What follows belongs to an exercise in optimizing a design on an open flow for small area, a short achievable clock period and few clock cycles; a production flow would make more cautious choices.
Function was checked by simulation only, so behaviour that the tests miss may differ from the original.
No activity file was given, so power comes from the tool's default toggle rates.

## flow/run.sh

```bash
#!/bin/bash
# synth_recipe.tcl (not shown) runs the flow's synth.tcl, then flattens the netlist and writes it again
# the make line also repeats each setting of config.mk as NAME=value (left out here)
make -C /OpenROAD-flow-scripts/flow DESIGN_CONFIG=/design/flow/config.mk WORK_HOME=/design/flow/orfs CLKGATE_MAP_FILE= SYNTH_SCRIPT=/design/flow/synth_recipe.tcl finish
```

## flow/config.mk

```make
export PLATFORM = sky130hd
export DESIGN_NAME = exu_top
export DESIGN_NICKNAME = exu_top
export VERILOG_FILES = /design/flow/design.v
export SDC_FILE = /design/flow/constraint.sdc
export NUM_CORES = 4
export LEC_CHECK = 0
export CAP_MARGIN = 40
export CORE_MARGIN = 2
export CORE_UTILIZATION = 30
export SLEW_MARGIN = 20
```

## flow/constraint.sdc

```tcl
create_clock -name core_clock -period 10.0 [get_ports {clk}]
set_input_delay 2.0000 -clock core_clock [delete_from_list [all_inputs] [get_ports {clk}]]
set_output_delay 2.0000 -clock core_clock [all_outputs]
set_load 0.01 [all_outputs]
```

## flow/design.v

```verilog
package rv_exu_pkg;
  typedef struct packed {
    logic [31:0]           instr;
    logic [64-1:0]  pc;
    logic [64-1:0]  rs1_data;
    logic [64-1:0]  rs2_data;
  } exu_req_t;
  typedef struct packed {
    logic                  rs1_en;
    logic                  pc_en;
    logic                  rs2_en;
    logic                  imm_en;
    logic                  lgc_en;
    logic                  wlgc_en;
    logic                  br_en;
    logic [3:0]            lgc_op;
    logic [4:0]            wlgc_op;
    logic [2:0]            br_op;
    logic [64-1:0]  imm_data;
  } alu_ctrl_t;
  typedef struct packed {
    logic [64-1:0]  result;
    logic                  br_taken;
    logic                  zero;
    logic                  illegal;
  } exu_rsp_t;
endpackage
module exu_top (
  input  logic        clk,
  input  logic        rst_n,
  input  logic        req,
  input  logic [31:0] req_instr,
  input  logic [63:0] req_pc,
  input  logic [63:0] req_rs1,
  input  logic [63:0] req_rs2,
  output logic        ack,
  output logic [63:0] rsp_result,
  output logic        rsp_br_taken,
  output logic        rsp_zero,
  output logic        rsp_illegal,
  output logic [31:0] retired_cnt,
  output logic [31:0] br_taken_cnt
);
  logic [6:0]  opcode;
  logic [2:0]  funct3;
  logic        b30;
  logic        is_op, is_opi, is_op32, is_opi32, is_lui, is_auipc, is_br;
  logic        is_w, is_rr;
  logic [3:0]  code;
  logic [63:0] imm_i, imm_u;
  logic [63:0] opb;
  assign opcode = req_instr[6:0];
  assign funct3 = req_instr[14:12];
  assign b30    = req_instr[30];
  assign is_op    = (opcode == 7'b0110011);
  assign is_opi   = (opcode == 7'b0010011);
  assign is_op32  = (opcode == 7'b0111011);
  assign is_opi32 = (opcode == 7'b0011011);
  assign is_lui   = (opcode == 7'b0110111);
  assign is_auipc = (opcode == 7'b0010111);
  assign is_br    = (opcode == 7'b1100011);
  assign is_w  = is_op32 | is_opi32;
  assign is_rr = is_op | is_op32;
  assign code = {(is_rr | (funct3 == 3'b101)) & b30, funct3};
  assign imm_i = {{52{req_instr[31]}}, req_instr[31:20]};
  assign imm_u = {{32{req_instr[31]}}, req_instr[31:12], 12'b0};
  assign opb = (is_rr | is_br) ? req_rs2 : imm_i;
  logic eq, lt, ltu, br_in;
  assign eq  = (req_rs1 == opb);
  assign ltu = (req_rs1 < opb);
  assign lt  = (req_rs1[63] ^ opb[63]) ? req_rs1[63] : ltu;
  always_comb begin
    case (funct3)
      3'b000:  br_in = eq;
      3'b001:  br_in = !eq;
      3'b100:  br_in = lt;
      3'b101:  br_in = !lt;
      3'b110: br_in = ltu;
      3'b111: br_in = !ltu;
      default:  br_in = 1'b0;
    endcase
    br_in = br_in & is_br;
  end
  logic [5:0]  shamt;
  logic        sh_fill;
  logic [63:0] sr_in;
  logic [63:0] sl_res, sr_res;
  assign shamt   = {opb[5] & ~is_w, opb[4:0]};
  assign sh_fill = b30 & (is_w ? req_rs1[31] : req_rs1[63]);
  assign sr_in   = is_w ? {{32{sh_fill}}, req_rs1[31:0]} : req_rs1;
  assign sl_res  = req_rs1 << shamt;
  assign sr_res  = 64'($signed({sh_fill, sr_in}) >>> shamt);
  logic [63:0] a_in, b_in;
  logic        cin_in;
  logic        ill_in;
  always_comb begin
    a_in   = '0;
    b_in   = '0;
    cin_in = 1'b0;
    ill_in = 1'b0;
    if (is_op | is_opi) begin
      case (code)
        4'b0000:  begin a_in = req_rs1; b_in = opb; end
        4'b1000:  begin a_in = req_rs1; b_in = ~opb; cin_in = 1'b1; end
        4'b0001:  a_in = sl_res;
        4'b0010:  a_in = {63'b0, lt};
        4'b0011: a_in = {63'b0, ltu};
        4'b0100:  a_in = req_rs1 ^ opb;
        4'b0101,
        4'b1101:  a_in = sr_res;
        4'b0110:   a_in = req_rs1 | opb;
        4'b0111:  a_in = req_rs1 & opb;
        4'b1111:  b_in = opb;
        default: ;
      endcase
    end else if (is_w) begin
      case (code)
        4'b0000: begin a_in = req_rs1; b_in = opb; end
        4'b1000: begin a_in = req_rs1; b_in = ~opb; cin_in = 1'b1; end
        4'b0001: a_in = sl_res;
        4'b0101,
        4'b1101: a_in = sr_res;
        default: ;
      endcase
    end else if (is_lui) begin
      b_in = imm_u;
    end else if (is_auipc) begin
      a_in = req_pc;
      b_in = imm_u;
    end else if (!is_br) begin
      ill_in = 1'b1;
    end
  end
  logic        ack_q;
  logic        capture;
  logic [63:0] a_q, b_q;
  logic        cin_q, w_q, br_q, ill_q;
  assign capture = req & ~ack_q;
  always_ff @(posedge clk or negedge rst_n) begin
    if (!rst_n) begin
      ack_q <= 1'b0;
    end else begin
      ack_q <= req;
    end
  end
  always_ff @(posedge clk) begin
    if (!ack_q) begin
      a_q   <= a_in;
      b_q   <= b_in;
      cin_q <= cin_in;
      w_q   <= is_w;
      br_q  <= br_in;
      ill_q <= ill_in;
    end
  end
  always_ff @(posedge clk or negedge rst_n) begin
    if (!rst_n) begin
      retired_cnt <= '0;
    end else if (capture) begin
      retired_cnt <= retired_cnt + 32'd1;
    end
  end
  always_ff @(posedge clk or negedge rst_n) begin
    if (!rst_n) begin
      br_taken_cnt <= '0;
    end else if (capture & br_in) begin
      br_taken_cnt <= br_taken_cnt + 32'd1;
    end
  end
  logic [63:0] sum;
  logic [63:0] zvec;
  logic        zero_lo, zero_hi;
  assign sum = a_q + b_q + {63'b0, cin_q};
  assign zvec    = (a_q ^ b_q) ^ {a_q[62:0] | b_q[62:0], cin_q};
  assign zero_lo = ~|zvec[31:0];
  assign zero_hi = ~|zvec[63:32];
  assign ack          = ack_q;
  assign rsp_result   = {w_q ? {32{sum[31]}} : sum[63:32], sum[31:0]};
  assign rsp_zero     = zero_lo & (w_q | zero_hi);
  assign rsp_br_taken = br_q;
  assign rsp_illegal  = ill_q;
endmodule
```

==> impl_metrics.yaml <==
status:
  status: "no timing/DRC/antenna violations"
critical_path:
  path_class: "in2reg"
  worstSetupEndpointType: "register"
  ff2ff_setup_slack_ps: 6810
  cp_max_fo: 27
  cp.required_ps: 10380
  setup.worst_path.start_class: "primary input"
  cp.arrival_ps: 8930
logic_synthesis:
  yosys_register_bits: 197
  synth_fa_ha_area_share_pct: 13.0
  synth_xor_area_share_pct: 6.88
  synthMuxAreaShare_pct: 13.0
  synth-simple-area-share_pct: 14.2
  seq_area_frac_synth_pct: 18.6
  synth_cell_types: 98
  synth_area_um2: 30000
  synth-edff-count: 132
  yosys_warnings: 1
  syn_area_per_cell_um2: 7.90
  synth_compound_area_share_pct: 26.1
  netlist_instances: 3804
  synthArstFlopShare_pct: 33.0
  synth_flop_cell: "edfxtp_1"
  synth_nets: 4343
  synth_top_family_by_area: "compound AO/OA/AOI/OAI gates"
clock_network:
  cts.root.buffer_cell: "clkbuf_16"
  cts-buffers-inserted: 17
  cts_tree: "built"
  cts_sinks: 197
  post_cts_buffers: 0
  path_clk_slew_ps: 80
  clk_latency_ps: 480
  cts-resized-gates: 0
  cts_hold_buf: 0
  cts.htree.levels: 4
  cts_buffer_depth: 2
worst_hold_path:
  min_path_type: "reg2reg"
finish:
  fillers: 10400
  seqCellArea_um2: 5590
  area.growth.synth_to_final_pct: 20.1
  multi_input_area_um2: 22200
  utilization_pct: 36.2
  nets: 4580
  final_cells: 5363
  drive_gt1_share_pct: 8.95
sta:
  fin_crit_sh_pct: 85.6
  setup_viol: 0
  fin_setup_tns_ps: 0
  fmax_mhz: 117
  tightest_slew_ps: 1120
  hold_viol: 0
  slew_headroom_pct: 24.5
  min_period_ps: 8560
  rsz0062_at_grt: "false"
  maxSlewViolCount: 0
  clock_skew_ps: 14.0
place:
  dp.cells: 5317
  port_buffers: 353
  place_hpwl_um: 138000
  gp_congestion: 1.12
die:
  core_area_um2: 99700
  ios: 359
  chipWidth_um: 320
  std_cell_rows: 116
  start_util_pct: 30.1
  die_h_um: 320
  dieArea_um2: 103000
run:
  maxCapViolCount: 0
route:
  vias_per_cell: 6.17
  routedWlPerCell_um: 32.1
  firstDrtPassIters: 8
  via_count: 33100
  drc_errors: 0
  routed_wl_um: 172000
  drt-initial-drc-count: 4825
  ant_nets: 0
global_routing:
  grt_util_all_layers_pct: 32.3
  grt_pass1_wl_um: 237000
  grt_pass1_vias: 30400
  overflow: 0
  grt_max_degree: 117
  antenna_found_initial: 26
power:
  power.density_nw_per_um2: 80.2
  p_leak_uw: 0.0150
  peakVddDrop_mv: 0.132
-- flip-flops by register name, indices dropped and copies added (netlist names) --
signal,count
a_q,64
ack_q,1
b_q,64
br_q,1
br_taken_cnt,32
cin_q,1
ill_q,1
retired_cnt,32
w_q,1
-- cell usage after synthesis, types with 27 or more instances --
library cell	instances	share of area, %
and3_1	34	0.71
a211oi_1	50	1.2
buf_2	38	0.63
clkbuf_1	228	2.8
xnor2_1	169	4.9
nand3_1	43	0.72
a31oi_1	36	0.75
o22ai_1	27	0.56
nand2_1	315	3.9
mux2i_1	217	7.2
a21oi_1	321	5.3
nor2_1	343	4.3
nor3_1	56	0.93
xor2_1	67	2.0
a21o_1	54	1.3
a22oi_1	51	1.3
nand4_1	31	0.65
inv_1	288	3.6
a221oi_1	60	1.7
o211ai_1	53	1.3
ha_1	310	13
mux4_2	64	4.8
o221ai_1	29	0.85
edfxtp_1	132	13
o21ai_0	287	4.8
dfrtp_1	65	5.4
-- where the power goes --
group	switching (uW)	internal [uW]	total, uW
logic	853	462	1310
registers	17.4	886	903
clock network	345	332	677
total	1220	1680	2890
-- kinds of logic (layout without fill, tap and decap cells) --
family,after synthesis,in the layout
AO/OA/AOI/OAI,1195,1195
XOR/XNOR,236,236
adder cells (fa/ha/maj),312,312
buffers and inverters,607,857
flip-flops,197,197
multiplexers,306,306
other,0,11
AND/OR/NAND/NOR,951,951
-- through the flow --
stage / power [uW] / instance area [um2] / hold WS, ps / worst slack [ps]
3_3_place_gp: 2160 / 35300 / 460 / 1260
3_5_place_dp: 2170 / 35500 / 477 / 1160
6_report: 2890 / 36100 / 485 / 1440
2_1_floorplan: 1580 / 30000 / 504 / 3110
5_1_grt: 2990 / 36100 / 514 / 1220
4_1_cts: 2850 / 36000 / 495 / 1670
-- critical path, cell delays in order --
cell             delay [ps]
clkdlybuf4s50_1         700
or3b_1                  610
nand3_2                 260
nand2_1                 510
buf_4                   390
a21oi_1                 490
ha_1                    370
or4_1                   610
or4_1                   480
or4_1                   570
a31oi_1                 230
o41a_1                  290
a211oi_2                100
and3b_1                 220
o21a_1                  210
buf_4                   260
o21ai_1                 250
mux2_2                  360
-- layout make-up --
cell class,instances,share of cell area [%]
multi-input combinational,3000,61.4
sequential,197,15.5
timing repair buffer,533,13.9
tap,1298,4.50
inverter,292,3.07
clock buffer,18,1.22
clock inverter,14,0.330
antenna,11,0.0763
-- cells in the final DEF, fill, tap and decap left out, types with 15 or more instances in the layout --
cell type / instances
clkdlybuf4s50_1: 352
nor2_1: 336
a21oi_1: 321
nand2_1: 314
ha_1: 310
inv_1: 284
o21ai_0: 284
mux2i_1: 216
xnor2_1: 169
buf_4: 159
edfxtp_1: 132
xor2_1: 67
dfrtp_1: 65
mux4_2: 64
a221oi_1: 60
nor3_1: 55
o211ai_1: 53
a21o_1: 53
a22oi_1: 51
a211oi_1: 50
nand3_1: 42
a31oi_1: 35
and3_1: 34
nand4_1: 31
o221ai_1: 29
o22ai_1: 27
a221o_1: 24
or3_1: 24
nand2b_1: 23
mux2_2: 21
o2111ai_1: 19
o21bai_1: 18
o21a_1: 18
nor4_1: 17
clkbuf_16: 17
o211ai_2: 15
-- per-layer routing --
layer,global-route usage (%),share of wire [%]
met1,44.8,42
met2,46.0,41
met3,8.34,11
met5,0,0.070
met4,16.2,5.7
-- final timing paths --
kind | from | end | cells past startpoint
max | req_instr[4] | br_taken_cnt[1] | 18
min | retired_cnt[27] | retired_cnt[27] | 1
max reg2reg | br_taken_cnt[4] | br_taken_cnt[28] | 11
min reg2reg | retired_cnt[27] | retired_cnt[27] | 1
max in group asynchronous | rst_n | br_taken_cnt[26] | 3
min in group asynchronous | rst_n | retired_cnt[31] | 2
Testbench counts, summed over its fixed seeds: cycles 6,392.

static timing again, ports no longer ideal:
In the flow no input, the clock included, has a driving cell. The finished layout below was timed again as built, in two steps. Step 1: set_driving_cell puts a clkbuf_16 on clk and a buf_2 on each other input, an assumption about the parent block. Step 2 adds t to the input delays and takes it off the output delays; t is the mean of the earliest and latest rising clock arrival at the registers after step 1. Input paths then give back, and output paths get back, about the clock's delay inside the block. Three values: no drivers, after step 1, after step 2; two values: the first two.
shift t [ns]: 0.544
slack for setup (ns): 1.443 / 1.483 / 0.940
hold WS [ns]: 0.485 / 0.485 / 0.485
worst data-port slew with drivers (ns): 0.17
After both steps setup and hold are still met in this run. For this run, drivers alone change the setup slack by +0.040 ns; drivers and shift together by -0.503 ns.
